Context: an optimization exercise on an open-source flow, tuned for small area. The choices shown serve that exercise and are no tape-out recipe.
Only simulation tests tie the RTL to the original design; equivalence was not proved.
Power figures rest on the tool's default switching activity, not on a simulated workload.

===== design/flow/config.mk =====
export PLATFORM = sky130hd
export DESIGN_NAME = rtype_regfile_wb
export DESIGN_NICKNAME = rtype_regfile_wb
export VERILOG_FILES = /design/flow/design.v
export SDC_FILE = /design/flow/constraint.sdc
export NUM_CORES = 4
export LEC_CHECK = 0
export CAP_MARGIN = 20
export CORE_MARGIN = 2
export CORE_UTILIZATION = 40
export SLEW_MARGIN = 20

===== design/flow/constraint.sdc =====
create_clock -name core_clock -period 5.0 [get_ports {clk}]
set_input_delay 1.0000 -clock core_clock [delete_from_list [all_inputs] [get_ports {clk}]]
set_output_delay 1.0000 -clock core_clock [all_outputs]
set_load 0.01 [all_outputs]

===== design/flow/design.v =====
module rtype_regfile_wb #(
   parameter int N = 32
) (
   input  logic              clk,
   input  logic              rst,
   input  logic              instr_valid,
   output logic              instr_ready,
   input  logic [31:0]       instruction_R,
   output logic [N-1:0]      Read_data1_R,
   output logic [N-1:0]      Read_data2_R,
   output logic              op_valid,
   input  logic [N-1:0]      ALUResult_R,
   output logic              wb_en,
   output logic [4:0]        wb_addr,
   output logic [N-1:0]      wb_data,
   output logic              illegal
);
   localparam logic [6:0] OP_RTYPE = 7'b0110011;
   logic [N-1:0] regs_q [32];
   logic [N-1:0] rd1_q, rd1_d;
   logic [N-1:0] rd2_q, rd2_d;
   logic         op_valid_q, op_valid_d;
   logic         illegal_q, illegal_d;
   logic [4:0]   rd_q, rd_d;
   logic [4:0]   rs1, rs2, rd;
   logic [6:0]   opcode;
   logic         legal, pend_wr, hazard, ready, accept;
   logic [N-1:0] opnd1, opnd2;
   logic         unused_bits;
   assign rs1         = instruction_R[19:15];
   assign rs2         = instruction_R[24:20];
   assign rd          = instruction_R[11:7];
   assign opcode      = instruction_R[6:0];
   assign unused_bits = ^{instruction_R[31:25], instruction_R[14:12]};
   assign legal       = (opcode == OP_RTYPE);
   assign pend_wr = op_valid_q && (rd_q != 5'd0);
   assign hazard  = instr_valid && pend_wr && ((rs1 == rd_q) || (rs2 == rd_q));
   assign ready = !rst && !hazard;
   assign accept = instr_valid && ready;
   always_comb begin
      opnd1 = (rs1 == 5'd0) ? '0 : regs_q[rs1];
      opnd2 = (rs2 == 5'd0) ? '0 : regs_q[rs2];
   end
   always_comb begin
      rd1_d      = rd1_q;
      rd2_d      = rd2_q;
      rd_d       = rd_q;
      op_valid_d = 1'b0;
      illegal_d  = 1'b0;
      if (accept) begin
         rd_d       = rd;
         op_valid_d = legal;
         illegal_d  = !legal;
         if (legal) begin
            rd1_d = opnd1;
            rd2_d = opnd2;
         end
      end
   end
   always_ff @(posedge clk or posedge rst) begin
      if (rst) begin
         for (int i = 0; i < 32; i++) regs_q[i] <= '0;
         rd1_q      <= '0;
         rd2_q      <= '0;
         rd_q       <= '0;
         op_valid_q <= 1'b0;
         illegal_q  <= 1'b0;
      end else begin
         if (pend_wr) regs_q[rd_q] <= ALUResult_R;
         rd1_q      <= rd1_d;
         rd2_q      <= rd2_d;
         rd_q       <= rd_d;
         op_valid_q <= op_valid_d;
         illegal_q  <= illegal_d;
      end
   end
   assign instr_ready  = ready;
   assign Read_data1_R = rd1_q;
   assign Read_data2_R = rd2_q;
   assign op_valid     = op_valid_q;
   assign illegal      = illegal_q;
   assign wb_en        = pend_wr;
   assign wb_addr      = op_valid_q ? rd_q : 5'd0;
   assign wb_data      = op_valid_q ? ALUResult_R : '0;
endmodule

===== design/flow/run.sh =====
#!/bin/bash
# synth_recipe.tcl (not shown) runs the flow's synth.tcl, then flattens the netlist and writes it again
# the make line also repeats each setting of config.mk as NAME=value (left out here)
make -C /OpenROAD-flow-scripts/flow DESIGN_CONFIG=/design/flow/config.mk WORK_HOME=/design/flow/orfs CLKGATE_MAP_FILE= SYNTH_SCRIPT=/design/flow/synth_recipe.tcl finish

==> results.txt <==
[cell usage after synthesis, types with 12 or more instances]
cell type / n / area, sq um
a2111oi_0: 99 / 867
a21oi_1: 62 / 310
a222oi_1: 17 / 170
a22o_1: 13 / 114
a22oi_1: 589 / 4420
a31oi_1: 12 / 75.1
and2_1: 51 / 319
and3_1: 298 / 1860
buf_1: 48 / 180
buf_2: 86 / 430
clkbuf_1: 332 / 1250
dfrtp_1: 1063 / 26600
mux2_2: 1011 / 11400
mux2i_1: 14 / 140
nand2_1: 138 / 518
nand2b_1: 24 / 150
nand3_1: 188 / 941
nand3b_1: 16 / 120
nand4_1: 112 / 701
nand4b_1: 13 / 114
nor2_1: 139 / 522
nor2b_1: 13 / 81.3
nor3_1: 19 / 95.1
nor4_1: 60 / 375
o21ai_0: 16 / 80.1
o31ai_1: 64 / 480
[flip-flops by register name, summed over array words and instances, names as in the netlist]
name,flops
regs_q,992
rd1_q,32
rd2_q,32
rd_q,5
illegal_q,1
op_valid_q,1
[metrics by stage]
step	hold slack [ps]	area [sq um]	util	power [mW]
final	476	63400	0.475	20.2
after global routing	502	63300	0.475	20.6
after CTS	484	63200	0.474	20.1
after detailed placement	468	59100	0.444	10.8
after global placement	466	59000	0.443	10.8
after floorplan	479	53600	-	9.96
[layout make-up]
cell class / instances / area (sq um)
inverter: 10 / 41.3
clock buffer: 160 / 3330
multi-input combinational: 3111 / 25700
clock inverter: 54 / 753
antenna: 34 / 85.1
tap: 1768 / 2210
timing repair buffer: 503 / 4680
fill: 12100 / 69900
sequential: 1063 / 26600
[kinds of logic (layout without fill, tap and decap cells)]
group                     Yosys count  after routing  synth area share
xor gates and xnor gates           10             10           0.00163
other                               0             34                 0
AOI/OAI and AO/OA                 939            939             0.132
DFF                              1063           1063             0.496
and+or+nand+nor                  1136           1136             0.118
buffers and inverters             484            727            0.0366
muxes                            1026           1026             0.215
[metal layers]
metal	track usage	up-vias	routed length [um]
li1	-	18200	-
met1	0.510	25100	102000
met2	0.541	5230	110000
met3	0.195	1751	46300
met4	0.299	30	26700
met5	0.000699	-	293
[worst max-delay path, cell delays in order (launching register included)]
cell             delay (ps)
dfrtp_1                 370
or2_1                   400
o41ai_1                 350
buf_4                   220
inv_1                   140
nand2b_1                130
inv_1                    40
a21oi_1                 320
buf_4                   220
clkdlybuf4s50_1         550
[final timing paths]
kind | slack, ps | cells past startpoint | to
max | 470 | 9 | instr_ready
min | 480 | 2 | rd1_q[29]
max reg2reg | 1410 | 5 | regs_q[20][3]
min reg2reg | 480 | 2 | rd1_q[29]
max in group asynchronous | 2670 | 3 | regs_q[13][8]
min in group asynchronous | 960 | 2 | regs_q[30][14]
[power groups by stage]
stage | registers (mW) | clock network, mW | logic, mW
after floorplan | 9.15 | 0 | 0.814
after global placement | 9.19 | 0 | 1.63
after detailed placement | 9.20 | 0 | 1.64
after CTS | 9.04 | 9.38 | 1.65
after global routing | 9.07 | 9.73 | 1.76
final | 9.06 | 9.39 | 1.75
==> results.tsv <==
metric	value	unit
result of the run	finished clean	
setup repair after global routing missed its margin	no	
average wire length per cell after detail routing	42.6	um
IR Drop Worst-Case VDD	0.000286	V
largest net degree at the start of global routing	160	
vias in the first global route	47400	
launch point of the worst path	rd_q[2]	
initial core utilization	0.402	
commonest cells after routing, fill and taps aside	1062 x dfrtp_1, 1011 x mux2_2, 589 x a22oi_1	
count of vias placed by the detailed router	50200	
maximum operating frequency	221	MHz
required time of the worst setup path	4000	ps
max capacitance violation total	0	
total power density per cell area	319	mW/mm^2
number of design rule violations left after detail routing	0	
CP arrival	3530	ps
number of distinct library cells after synthesis	73	
post-CTS setup repair buffer count	0	
net count after synthesis	4725	
Layout Area Growth over Synthesis	18.2	%
weighted congestion at the end of routability-driven global placement	1.05	
portion of the post-synthesis area used by sequential elements	0.496	
flop and latch count out of synthesis	1063	
Fin Clk Skew	21.0	ps
fin crit period	4530	ps
final wirelength	286000	um
FF-to-FF Start	rd_q[4]	
hold path start	rd1_q[29]	
Via-to-Cell Ratio	7.49	
clock network power share	0.465	
commonest register cell after synthesis	dfrtp_1	
Syn Std Cell Area	0.0536	sq mm
Yosys warnings	2	
Tightest Pin Transition	1260	ps
fraction of final layout cells sized beyond drive strength 1	0.342	
commonest non-fill, non-tap cell in the layout	dfrtp_1	
clock tree from TritonCTS	built	
relative slew slack	0.153	
post-synthesis area per instance	11.5	sq um
total grt overflow	0	
combinational share of power	0.087	
initial antenna violation count	40	
number of pins exceeding their max-slew limit in the final report	0	
core region area	0.133	sq mm
number of synthesized flops with an enable pin	0	
internal power	14.9	mW
number of instances in the synthesized netlist	4658	
endpoint kind of the worst setup timing path	output pin	
worst setup slack after layout	472	ps
sequential fraction of design power	0.448	
net count of the finished layout	4871	
clock sink count	1063	
maximum level of the CTS H-tree	3	
switching part of the total power	0.261	
Min-Delay Path Class	reg -> reg	
number of nets with antenna violations after detailed routing	0	
period utilization	0.906	
proportion of register bits with asynchronous set or reset after synthesis	1.00	
number of I/O port buffers	161	
post_cts resized	0	
number of hold violations in the final report	0	
global-route wire length before repair	388000	um
number of rows in the core area	134	
TritonCTS buffer count	115	
TNS Setup	0	ps
Inst Count DP	6452	
top-level port count	172	
die height	370	um
setup violation total in the final timing report	0	
maximum buffer depth of the clock tree	3	
Setup WS pre-CTS	600	ps
Chip Width	370	um
die area	0.137	sq mm
critical path type	reg -> out	
Crit Path Max Fanout	5	
final std cells w/o fill	6703	
category of the worst setup path launch point	flop	
Post-CTS Hold Buffers	0	
reported net switching power	5.28	mW
Detailed Routing Iterations Pass 1	7	
number of DRC violations after detailed-routing iteration 0	10300	
clock tree root buffer cell	clkbuf_16	
static leakage power	28.3	nW
CTS clk-pin slew, worst paths	60	ps
hpwl dp	174000	um
clock latency of the later-clocked register in the worst-skew pair	770	ps
total global-route track usage	0.408	

## port drivers added, routing unchanged
The flow's constraints put no driver on any port. The routed layout listed below was extracted and timed again, unchanged, in two steps. Step 1 assumes that a clkbuf_16 drives the clock port and a buf_2 every other input. Step 2 also shifts input and output timing later by t, the mid clock arrival at the registers, as if the neighbouring blocks saw the same clock. Three values: no drivers, after step 1, after step 2; two values: the first two.
shift t [ns]: 0.839
setup slack, ns: 0.472 / 0.395 / 0.252
worst register clock-pin slew, ns: 0.07 / 0.07
worst data-port slew with drivers (ns): 0.15
After both steps this run still meets setup and hold. The setup slack of this run moves by -0.077 ns with the drivers and by -0.220 ns with both steps.
